From an optimization exercise on the open Yosys and OpenROAD flow, aimed at small area, a short achievable clock period and few clock cycles; shortcuts taken in it are not production practice. Only simulation tests tie the RTL to the original design; equivalence was not proved.

[run.sh]
#!/bin/bash
# synth_recipe.tcl (not shown) runs the flow's synth.tcl, then flattens the netlist and writes it again
# the make line also repeats each setting of config.mk as NAME=value (left out here)
make -C /OpenROAD-flow-scripts/flow DESIGN_CONFIG=/design/flow/config.mk WORK_HOME=/design/flow/orfs CLKGATE_MAP_FILE= SYNTH_SCRIPT=/design/flow/synth_recipe.tcl finish
[config.mk]
export PLATFORM = sky130hd
export DESIGN_NAME = neighbor_pair_hopping_finder_top
export DESIGN_NICKNAME = neighbor_pair_hopping_finder_top
export VERILOG_FILES = /design/flow/design.v
export SDC_FILE = /design/flow/constraint.sdc
export NUM_CORES = 4
export LEC_CHECK = 0
export CAP_MARGIN = 20
export CORE_MARGIN = 2
export CORE_UTILIZATION = 40
export SLEW_MARGIN = 20
[constraint.sdc]
create_clock -name core_clock -period 10.0 [get_ports {clk}]
set_input_delay 2.0000 -clock core_clock [delete_from_list [all_inputs] [get_ports {clk}]]
set_output_delay 2.0000 -clock core_clock [all_outputs]
set_load 0.01 [all_outputs]
[design.v]
package nphf_pkg;
  localparam int NSLOT = 64;
  localparam int IDX_W = 6;
  localparam int CS = 5;
  localparam int CW = 16 - CS;
  localparam logic [1:0] REG_BOND_DIST = 2'd0;
  localparam logic [1:0] REG_TOLERANCE = 2'd1;
  localparam logic [1:0] REG_HOP_AMP   = 2'd2;
  localparam logic [14:0] BOND_RESET = 15'd256;
  localparam logic [15:0] TOL_RESET  = 16'd655;
  localparam logic [15:0] HOP_RESET  = 16'd256;
  localparam logic [31:0] CUT_RESET  = 32'd16944896;   
  localparam logic [31:0] KLIM_RESET = 32'd66852;      
  localparam logic [11:0] RC_RESET   = 12'd9;          
  localparam logic [1:0] TK_CAND = 2'd0;
  localparam logic [1:0] TK_NULL = 2'd1;
  localparam logic [1:0] TK_DROP = 2'd2;
endpackage
module nphf_ctrl (
  input  logic        clk,
  input  logic        rst,
  input  logic        cfg_we,
  input  logic [1:0]  cfg_idx,
  input  logic [15:0] cfg_wdata,
  output logic [15:0] hop_amp,
  output logic [31:0] k_lim,
  output logic [11:0] r_coarse,
  output logic        busy
);
  logic [14:0] bond;
  logic [15:0] tol;
  logic [31:0] cut;
  logic        phase;
  logic [4:0]  it;
  logic [32:0] acc_sum;
  logic [16:0] r_round;
  assign acc_sum = {1'b0, k_lim} + (cut[it] ? {1'b0, cut} : 33'd0);
  assign r_round = {1'b0, cut[31:16]} + 17'd31;
  always_ff @(posedge clk) begin
    if (rst) begin
      bond     <= nphf_pkg::BOND_RESET;
      tol      <= nphf_pkg::TOL_RESET;
      hop_amp  <= nphf_pkg::HOP_RESET;
      cut      <= nphf_pkg::CUT_RESET;
      k_lim    <= nphf_pkg::KLIM_RESET;
      r_coarse <= nphf_pkg::RC_RESET;
      busy     <= 1'b0;
      phase    <= 1'b0;
      it       <= '0;
    end else begin
      if (cfg_we) begin
        case (cfg_idx)
          nphf_pkg::REG_BOND_DIST: bond    <= cfg_wdata[14:0];
          nphf_pkg::REG_TOLERANCE: tol     <= cfg_wdata;
          nphf_pkg::REG_HOP_AMP:   hop_amp <= cfg_wdata;
          default: ;
        endcase
      end
      if (cfg_we && (cfg_idx == nphf_pkg::REG_BOND_DIST || cfg_idx == nphf_pkg::REG_TOLERANCE)) begin
        busy  <= 1'b1;
        phase <= 1'b0;
        it    <= 5'd14;
        cut   <= '0;
      end else if (busy) begin
        if (!phase) begin
          cut <= {cut[30:0], 1'b0} + (bond[it[3:0]] ? {15'd0, 1'b1, tol} : 32'd0);
          if (it == 5'd0) begin
            phase <= 1'b1;
            k_lim <= '0;
          end else begin
            it <= it - 5'd1;
          end
        end else begin
          k_lim <= acc_sum[32:1];
          it    <= it + 5'd1;
          if (it == 5'd31) begin
            busy     <= 1'b0;
            r_coarse <= r_round[16:5];
          end
        end
      end
    end
  end
endmodule
module nphf_datapath (
  input  logic        clk,
  input  logic        rst,
  input  logic        point_valid,
  output logic        point_stall,
  input  logic [32:0] point_data,
  output logic        result_valid,
  input  logic        result_stall,
  output logic [30:0] result_data,
  input  logic        cfg_block,
  input  logic [15:0] hop_amp,
  input  logic [31:0] k_lim,
  input  logic [11:0] r_coarse
);
  localparam int CS = nphf_pkg::CS;
  localparam int CW = nphf_pkg::CW;
  localparam int NS = nphf_pkg::NSLOT;
  typedef struct packed {
    logic [15:0]          x;
    logic [15:0]          y;
    logic                 first;
    logic signed [CW-1:0] xlo;
    logic signed [CW-1:0] xhi;
    logic signed [CW-1:0] ylo;
    logic signed [CW-1:0] yhi;
  } pt_t;
  localparam logic signed [CW+2:0] CMAX = (1 << (CW-1)) - 1;
  localparam logic signed [CW+2:0] CMIN = -(1 << (CW-1));
  function automatic logic signed [CW-1:0] clampc(input logic signed [CW+2:0] v);
    logic signed [CW-1:0] r;
    if (v > CMAX)
      r = CMAX[CW-1:0];
    else if (v < CMIN)
      r = CMIN[CW-1:0];
    else
      r = v[CW-1:0];
    clampc = r;
  endfunction
  pt_t port_pt;
  logic signed [CW+2:0] cx_in, cy_in, rc_s;
  always_comb begin
    port_pt.x     = point_data[32:17];
    port_pt.y     = point_data[16:1];
    port_pt.first = point_data[0];
    cx_in = (CW+3)'($signed(point_data[32:17+CS]));
    cy_in = (CW+3)'($signed(point_data[16:1+CS]));
    rc_s  = $signed({1'b0, r_coarse});
    port_pt.xlo = clampc(cx_in - rc_s);
    port_pt.xhi = clampc(cx_in + rc_s);
    port_pt.ylo = clampc(cy_in - rc_s);
    port_pt.yhi = clampc(cy_in + rc_s);
  end
  pt_t  in_r, q1_r, src;
  logic v_in, v_q1;
  logic stall_r;
  logic accept;
  logic entry;
  logic run;
  assign point_stall = stall_r;
  assign accept      = point_valid && !stall_r;
  always_ff @(posedge clk) begin
    if (!(v_in && v_q1 && !entry)) in_r <= port_pt;
    if (!v_q1 || entry)            q1_r <= in_r;
  end
  logic [1:0] pts_next;
  always_comb begin
    pts_next = 2'(v_in) + 2'(v_q1) + 2'(accept) - 2'(entry);
  end
  always_ff @(posedge clk) begin
    if (rst) begin
      v_in    <= 1'b0;
      v_q1    <= 1'b0;
      stall_r <= 1'b0;
    end else begin
      v_in    <= (v_in && v_q1 && !entry) ? 1'b1 : accept;
      v_q1    <= v_q1 ? (entry ? v_in : 1'b1) : (entry ? 1'b0 : v_in);
      stall_r <= (pts_next >= 2'd2) || cfg_block;
    end
  end
  assign src = v_q1 ? q1_r : in_r;
  logic [NS-1:0][15:0] sx;
  logic [NS-1:0][15:0] sy;
  logic [NS-1:0]       occ;
  logic [6:0]          cnt;
  logic                wr_pend;
  logic [5:0]          cur_col;
  logic [15:0]         cur_x, cur_y;
  logic                cur_v, cur_drop;
  logic [NS-1:0]       mask;
  logic [NS-1:0] we_oh;
  always_comb begin
    we_oh = '0;
    we_oh[cur_col] = wr_pend;
  end
  always_ff @(posedge clk) begin
    if (run) begin
      for (int i = 0; i < NS; i++) begin
        if (we_oh[i]) begin
          sx[i] <= cur_x;
          sy[i] <= cur_y;
        end
      end
    end
  end
  function automatic logic inbox(input logic [15:0] px, input logic [15:0] py,
                                  input logic [4*CW-1:0] bnd);
    logic signed [CW-1:0] cx, cy;
    logic signed [CW-1:0] xlo, xhi, ylo, yhi;
    cx  = px[15:CS];
    cy  = py[15:CS];
    xlo = bnd[4*CW-1:3*CW];
    xhi = bnd[3*CW-1:2*CW];
    ylo = bnd[2*CW-1:CW];
    yhi = bnd[CW-1:0];
    inbox = (cx >= xlo) && (cx <= xhi) && (cy >= ylo) && (cy <= yhi);
  endfunction
  logic [NS-1:0] filt;
  logic          byp;
  logic [NS-1:0] new_mask;
  always_comb begin
    byp = inbox(cur_x, cur_y, {src.xlo, src.xhi, src.ylo, src.yhi});
    for (int i = 0; i < NS; i++) begin
      filt[i] = we_oh[i] ? byp : inbox(sx[i], sy[i], {src.xlo, src.xhi, src.ylo, src.yhi});
    end
    new_mask = src.first ? '0 : (occ & filt);
  end
  logic [NS-1:0] m_low, m_rest;
  logic          m_single, m_empty;
  logic          last_issue;
  logic [5:0]    m_idx;
  logic          src_v, src_full;
  always_comb begin
    m_low    = mask & (~mask + NS'(1));
    m_rest   = mask & ~m_low;
    m_single = (m_rest == '0);
    m_empty  = (mask == '0);
    m_idx    = '0;
    for (int i = 0; i < NS; i++) begin
      if (m_low[i]) m_idx = m_idx | 6'(i);
    end
    last_issue = cur_v && m_single;
    src_v      = v_in || v_q1;
    src_full   = !src.first && cnt[6];
    entry      = run && src_v && (!cur_v || m_single);
  end
  logic        e1_v, e1_last;
  logic [1:0]  e1_kind;
  logic [5:0]  e1_idx, e1_col;
  logic [15:0] e1_px, e1_py;
  always_ff @(posedge clk) begin
    if (rst) begin
      cur_v   <= 1'b0;
      wr_pend <= 1'b0;
      cnt     <= '0;
      occ     <= '0;
      e1_v    <= 1'b0;
    end else if (run) begin
      e1_v <= cur_v;
      if (entry) begin
        cur_v <= 1'b1;
        if (src_full) begin
          wr_pend <= 1'b0;
        end else begin
          wr_pend <= 1'b1;
          cnt     <= src.first ? 7'd1 : cnt + 7'd1;
          occ     <= src.first ? NS'(1) : {occ[NS-2:0], 1'b1};
        end
      end else begin
        wr_pend <= 1'b0;
        if (last_issue) cur_v <= 1'b0;
      end
    end
  end
  always_ff @(posedge clk) begin
    if (run) begin
      e1_last <= m_single;
      e1_kind <= cur_drop ? nphf_pkg::TK_DROP : (m_empty ? nphf_pkg::TK_NULL : nphf_pkg::TK_CAND);
      e1_idx  <= m_idx;
      e1_col  <= cur_col;
      e1_px   <= cur_x;
      e1_py   <= cur_y;
      if (entry) begin
        mask     <= src_full ? '0 : new_mask;
        cur_drop <= src_full;
        cur_col  <= src.first ? 6'd0 : cnt[5:0];
        cur_x    <= src.x;
        cur_y    <= src.y;
      end else if (cur_v) begin
        mask <= m_rest;
      end
    end
  end
  logic [NS-1:0] rd_sel;
  logic [15:0]   rd_x, rd_y;
  logic signed [16:0] dx, dy;
  logic [15:0]   ax, ay;
  always_comb begin
    rd_sel = '0;
    rd_sel[e1_idx] = 1'b1;
    rd_x = '0;
    rd_y = '0;
    for (int i = 0; i < NS; i++) begin
      rd_x = rd_x | (sx[i] & {16{rd_sel[i]}});
      rd_y = rd_y | (sy[i] & {16{rd_sel[i]}});
    end
    dx = $signed({rd_x[15], rd_x}) - $signed({e1_px[15], e1_px});
    dy = $signed({rd_y[15], rd_y}) - $signed({e1_py[15], e1_py});
    ax = dx[16] ? 16'(-dx) : dx[15:0];
    ay = dy[16] ? 16'(-dy) : dy[15:0];
  end
  logic        e2_v, e2_last;
  logic [1:0]  e2_kind;
  logic [5:0]  e2_idx, e2_col;
  logic [15:0] e2_ax, e2_ay;
  always_ff @(posedge clk) begin
    if (rst) begin
      e2_v <= 1'b0;
    end else if (run) begin
      e2_v <= e1_v;
    end
  end
  always_ff @(posedge clk) begin
    if (run) begin
      e2_last <= e1_last;
      e2_kind <= e1_kind;
      e2_idx  <= e1_idx;
      e2_col  <= e1_col;
      e2_ax   <= ax;
      e2_ay   <= ay;
    end
  end
  logic        e3_v, e3_last;
  logic [1:0]  e3_kind;
  logic [5:0]  e3_idx, e3_col;
  logic [32:0] e3_r2;
  always_ff @(posedge clk) begin
    if (rst) begin
      e3_v <= 1'b0;
    end else if (run) begin
      e3_v <= e2_v;
    end
  end
  always_ff @(posedge clk) begin
    if (run) begin
      e3_last <= e2_last;
      e3_kind <= e2_kind;
      e3_idx  <= e2_idx;
      e3_col  <= e2_col;
      e3_r2   <= {1'b0, 32'(e2_ax * e2_ax)} + {1'b0, 32'(e2_ay * e2_ay)};
    end
  end
  logic        pend_v;
  logic [5:0]  pend_row;
  logic        match;
  logic [1:0]  np;
  logic [14:0] p0, p1;
  logic        pend_v_next;
  always_comb begin
    match       = (e3_r2 <= {1'b0, k_lim});
    np          = 2'd0;
    p0          = '0;
    p1          = '0;
    pend_v_next = pend_v;
    if (run && e3_v) begin
      if (e3_kind == nphf_pkg::TK_DROP) begin
        np = 2'd1;
        p0 = {6'd0, 6'd0, 1'b0, 1'b1, 1'b1};
      end else if (e3_kind == nphf_pkg::TK_CAND && !e3_last) begin
        if (match) begin
          pend_v_next = 1'b1;
          if (pend_v) begin
            np = 2'd1;
            p0 = {pend_row, e3_col, 1'b1, 1'b0, 1'b0};
          end
        end
      end else begin
        pend_v_next = 1'b0;
        if (pend_v && e3_kind == nphf_pkg::TK_CAND && match) begin
          np = 2'd2;
          p0 = {pend_row, e3_col, 1'b1, 1'b0, 1'b0};
          p1 = {e3_idx, e3_col, 1'b1, 1'b0, 1'b1};
        end else if (pend_v) begin
          np = 2'd1;
          p0 = {pend_row, e3_col, 1'b1, 1'b0, 1'b1};
        end else if (e3_kind == nphf_pkg::TK_CAND && match) begin
          np = 2'd1;
          p0 = {e3_idx, e3_col, 1'b1, 1'b0, 1'b1};
        end else begin
          np = 2'd1;
          p0 = {6'd0, e3_col, 1'b0, 1'b0, 1'b1};
        end
      end
    end
  end
  always_ff @(posedge clk) begin
    if (rst) begin
      pend_v <= 1'b0;
    end else begin
      pend_v <= pend_v_next;
    end
  end
  always_ff @(posedge clk) begin
    if (run && e3_v && e3_kind == nphf_pkg::TK_CAND && !e3_last && match) begin
      pend_row <= e3_idx;
    end
  end
  logic [3:0][14:0] qi;
  logic [3:0][14:0] qi_next;
  logic [2:0]       qn, qn_next;
  logic             pop;
  logic [2:0]       qm;
  logic [15:0]      q0_hop;
  always_comb begin
    pop = result_valid && !result_stall;
    qm  = qn - 3'(pop);
    for (int k = 0; k < 4; k++) begin
      qi_next[k] = qi[k];
      if (3'(k) < qm) begin
        qi_next[k] = pop ? ((k < 3) ? qi[(k < 3) ? k + 1 : k] : qi[k]) : qi[k];
      end else if (3'(k) == qm && np != 2'd0) begin
        qi_next[k] = p0;
      end else if (3'(k) == qm + 3'd1 && np == 2'd2) begin
        qi_next[k] = p1;
      end
    end
    qn_next = qm + 3'(np);
  end
  always_ff @(posedge clk) begin
    if (rst) begin
      qn           <= '0;
      result_valid <= 1'b0;
      run          <= 1'b1;
    end else begin
      qn           <= qn_next;
      result_valid <= (qn_next != 3'd0);
      run          <= (qn_next <= 3'd2);
    end
  end
  always_ff @(posedge clk) begin
    qi     <= qi_next;
    q0_hop <= qi_next[0][2] ? hop_amp : 16'd0;
  end
  assign result_data = {qi[0][14:3], q0_hop, qi[0][2:0]};
endmodule
module neighbor_pair_hopping_finder_top (
  input  logic        clk,
  input  logic        rst,
  input  logic        point_valid,
  output logic        point_stall,
  input  logic [32:0] point_data,
  output logic        result_valid,
  input  logic        result_stall,
  output logic [30:0] result_data,
  input  logic        cfg_valid,
  output logic        cfg_ready,
  input  logic [1:0]  cfg_index,
  input  logic [15:0] cfg_data
);
  logic        cfg_we_r;
  logic [1:0]  cfg_idx_r;
  logic [15:0] cfg_data_r;
  logic [15:0] hop_amp;
  logic [31:0] k_lim;
  logic [11:0] r_coarse;
  logic        busy;
  logic        cfg_block;
  assign cfg_ready = 1'b1;
  always_ff @(posedge clk) begin
    if (rst) begin
      cfg_we_r <= 1'b0;
    end else begin
      cfg_we_r <= cfg_valid;
    end
    cfg_idx_r  <= cfg_index;
    cfg_data_r <= cfg_data;
  end
  assign cfg_block = (cfg_valid && !cfg_index[1])
                  || (cfg_we_r && !cfg_idx_r[1])
                  || busy;
  nphf_ctrl u_ctrl (
    .clk       (clk),
    .rst       (rst),
    .cfg_we    (cfg_we_r),
    .cfg_idx   (cfg_idx_r),
    .cfg_wdata (cfg_data_r),
    .hop_amp   (hop_amp),
    .k_lim     (k_lim),
    .r_coarse  (r_coarse),
    .busy      (busy)
  );
  nphf_datapath u_datapath (
    .clk          (clk),
    .rst          (rst),
    .point_valid  (point_valid),
    .point_stall  (point_stall),
    .point_data   (point_data),
    .result_valid (result_valid),
    .result_stall (result_stall),
    .result_data  (result_data),
    .cfg_block    (cfg_block),
    .hop_amp      (hop_amp),
    .k_lim        (k_lim),
    .r_coarse     (r_coarse)
  );
endmodule
==> key figures <==
Route
  • Routed Antenna Nets: 0
  • DR vias/cell: 7.024
  • Wire length per cell: 47.44 um
  • Routed via count: 164098
  • Number of design rule violations left after detail routing: 0
  • Iter 0 DRT Violations: 30007
  • Final routed wirelength across all metal layers: 1108 mm
  • 1st-pass router iterations: 12

Critical path
  • Register-to-Register Path Depth: 22
  • Req. time, crit path: 10.76 ns
  • Reg2Reg Capture Point: u_datapath.e2_ax[4]
  • WP data arrival: 9.72 ns
  • Critical path class: reg2reg
  • Launching point of the worst reg2reg path: u_datapath.e1_idx[0]
  • Worst-path maximum fanout: 13
  • Element type at the critical path end: flop
  • Reg2reg setup slack: 1.04 ns
  • Startpoint Class: flop

Min path
  • Hold endpoint: u_datapath.e2_kind[1]
  • Start point of the worst min-delay path: u_datapath.e1_kind[1]
  • Hold path depth: 0
  • Class of the tightest hold or removal check: reg2reg

Floorplanning
  • Chip Width: 686.8 um
  • Die area: 0.4717 sq mm
  • IO Count: 90
  • Effective utilization at floorplan: 0.4020
  • Core outline area: 0.4639 sq mm
  • Rows: 250
  • Vertical die dimension: 686.8 um

STA
  • Transition time at the pin with the least slew margin: 1.564 ns
  • Aggregate negative setup slack: 0 ns
  • Finish-stage setup viols: 0
  • Peak clock frequency supported by timing: 0.1117 GHz
  • Ratio of final minimum period to clock period: 0.8956
  • Final worst clock skew: 0.1545 ns
  • Final Hold Fails: 0
  • Slew Limit Headroom: -0.04321
  • RSZ-0062 raised after global routing: no
  • Slew Viols, Final: 26
  • Final worst path period need: 8.956 ns

GRT
  • Total grt overflow: 0
  • Number of antenna violations at the first check in global routing: 214
  • Pin count of the biggest net entering global routing: 69
  • Vias in the first global route: 149132
  • Total global routing track utilization: 0.4566
  • First-pass GRT wire length: 1425 mm

Clock tree
  • CTS max path bufs: 4
  • Number of H-tree levels: 5
  • Clock edge transition at the registers on the reported setup and hold paths: 0.07 ns
  • Setup repair bufs after CTS: 0
  • Inserted Clock Buffers: 334
  • Number of hold buffers added after cts: 0
  • TritonCTS clock tree: done
  • Number of gates resized after CTS: 0
  • Clock Sinks: 2763
  • Clock Latency Late Sink: 1.16 ns
  • Master cell of the clock root buffer: clkbuf_16

Place
  • Area after detailed placement: 0.1999 sq mm
  • Count of buffers from port buffering: 88
  • Last weighted congestion value of the routability-driven placer: 1.211
  • Post-detail-place hpwl: 832.9 mm
  • Placed Cells: 22542

Synthesis
  • Average size of a mapped cell: 11.55 sq um
  • Async set-or-reset flop fraction in the synthesized netlist: 0
  • Seq/Total Area, Yosys: 0.4314
  • Ys Warns: 3
  • Number of nets in the synthesized netlist: 19837
  • EDFF count, synth: 2512
  • Number of synthesized register bits: 2763
  • Count of mapped cells out of synthesis: 16153
  • Synth Cell Area: 0.1865 sq mm
  • Post-synth top flop: edfxtp_1
  • Post-synth cell types: 96

Cells and area
  • Layout Cells excl Fill: 23364
  • Cell area after layout: 0.2119 sq mm
  • Final #Nets: 20400
  • Layout cell share with drive strength beyond 1: 0.08434
  • Synth-to-layout area growth: 13.63%

Job
  • Max cap viols: 2

Run status
  • Result of the run: complete, but fails checks
  • Set of violated layout checks: max-capacitance violations, max-slew violations
-- cells in the mapped netlist, drive strengths merged, types with 84 or more instances --
master | number | share of area
a21o | 218 | 0.0088
a221oi | 178 | 0.0084
a21oi | 691 | 0.019
a211oi | 113 | 0.0045
ha | 3229 | 0.22
buf | 84 | 0.0023
a22o | 225 | 0.011
fa | 399 | 0.043
edfxtp | 2512 | 0.40
nor3 | 190 | 0.0052
nor2 | 655 | 0.013
a31oi | 112 | 0.0038
clkbuf | 335 | 0.0067
nand4 | 522 | 0.018
inv | 1009 | 0.020
nor2b | 409 | 0.014
nand2 | 815 | 0.016
dfxtp | 251 | 0.027
and2 | 170 | 0.0057
nor4 | 97 | 0.0034
a22oi | 480 | 0.019
nand2b | 312 | 0.010
a222oi | 143 | 0.0077
o31ai | 124 | 0.0050
o21ai | 792 | 0.021
xnor2 | 146 | 0.0069
o21a | 530 | 0.021
nand3 | 352 | 0.0095
-- per-stage QoR --
stage                     worst slack [ns]    util  hold slack, ns
after floorplan                      2.317       -          0.4003
after global placement               1.285  0.4307          0.4003
after detailed placement             1.366  0.4309          0.4045
after CTS                            1.366  0.4549          0.4093
after global routing                0.7871  0.4561          0.4097
final                                1.044  0.4569          0.3912
-- kinds of logic after synthesis --
logic type	after synthesis	share of synthesized area
compound gates	4161	0.1540
simple gates	3831	0.1077
fa+ha+maj	3632	0.2597
flops	2763	0.4314
buf+inv	1429	0.02941
xor+xnor	206	0.009674
mux	130	0.008111
other cells	1	0.00002011
-- critical path, cell delays in order, from the launching register on --
cell and delay [ns]:
edfxtp_1 0.50, nor2_1 0.21, or4b_2 0.66, xnor2_1 0.17
nand2_1 0.64, buf_4 0.40, nor2_4 0.27, buf_4 0.34
a22oi_1 0.25, nand3_1 0.25, a221oi_1 0.67, nand4_1 0.27
a2111oi_0 0.58, nand2_1 0.55, ha_1 0.57, a41oi_1 0.17
a221oi_1 0.42, a21o_1 0.18, a21oi_1 0.09, o21ai_0 0.42
xor2_1 0.53, o21ai_0 0.23, xnor2_1 0.17
-- area by class of cell --
type / instances / area, sq um
antenna: 211 / 528.0
clock buffer: 394 / 8748
clock inverter: 205 / 2384
fill: 42308 / 252000
inverter: 1010 / 3794
multi-input combinational: 11961 / 102800
sequential: 2763 / 80470
tap: 6174 / 7725
timing repair buffer: 646 / 5512
-- cell usage in the layout (no fill, tap or decap), types with 399 or more instances in the layout --
cell type	count
ha_1	3229
edfxtp_1	2512
inv_1	1006
nand2_1	814
o21ai_0	765
a21oi_1	684
o21a_1	530
nor2_1	523
nand4_1	521
buf_4	517
a22oi_1	480
nor2b_1	405
fa_1	399
-- registers in the layout, summed over array words and instances, names as in the netlist, 7 cells and up --
name               flops
u_datapath.sx       1024
u_datapath.sy       1024
u_datapath.in_r       77
u_datapath.q1_r       77
u_datapath.mask       64
u_datapath.occ        64
u_datapath.qi         60
u_datapath.e3_r2      33
u_ctrl.cut            32
u_ctrl.k_lim          32
cfg_data_r            16
u_ctrl.hop_amp        16
u_ctrl.tol            16
u_datapath.cur_x      16
u_datapath.cur_y      16
u_datapath.e1_px      16
u_datapath.e1_py      16
u_datapath.e2_ax      16
u_datapath.e2_ay      16
u_datapath.q0_hop     16
u_ctrl.bond           15
u_ctrl.r_coarse       12
u_datapath.cnt         7
-- worst max path at each step --
stage	startpoint	to	slack, ns	cells after the start
detailed placement	u_datapath.e2_ax[4]	u_datapath.e3_r2[31]	1.37	27
CTS	u_datapath.e2_ax[4]	u_datapath.e3_r2[31]	1.37	27
floorplan	u_datapath.e2_ax[6]	u_datapath.e3_r2[31]	2.32	29
global placement	u_datapath.e2_ax[4]	u_datapath.e3_r2[31]	1.29	28
global route	u_datapath.e1_idx[0]	u_datapath.e2_ax[4]	0.79	22
finish	u_datapath.e1_idx[0]	u_datapath.e2_ax[4]	1.04	22
-- per-layer routing --
metal / wire length, um / global-route usage / vias to the layer above
li1: - / - / 64250
met1: 384200 / 0.5279 / 81062
met2: 421200 / 0.6051 / 14545
met3: 171200 / 0.2250 / 4157
met4: 129100 / 0.4249 / 84
met5: 2773 / 0.04776 / -
Testbench counts, summed over its fixed seeds: cycles 9,774.

## static timing again, ports no longer ideal
How much do the figures lean on ideal ports? The routed layout below was timed once more, with nothing changed but the port constraints.
Step 1 sets driving cells, clkbuf_16 on the clock port and buf_2 on the other inputs (assumed; they add their load-dependent delay and slew).
Step 2 adds t to the input delays and takes it off the output delays; t is the mean of the earliest and latest rising clock arrival at the registers after step 1. Input paths then give back, and output paths get back, about the clock's delay inside the block.
Three values: ideal, step 1, step 2; two values: the first two.
shift t [ns]: 1.212
setup slack, ns: 1.044 / 1.044 / 1.044
worst register clock-pin slew, ns: 0.08 / 0.08
The setup slack of this run moves by 0.000 ns with the drivers and by 0.000 ns with both steps.
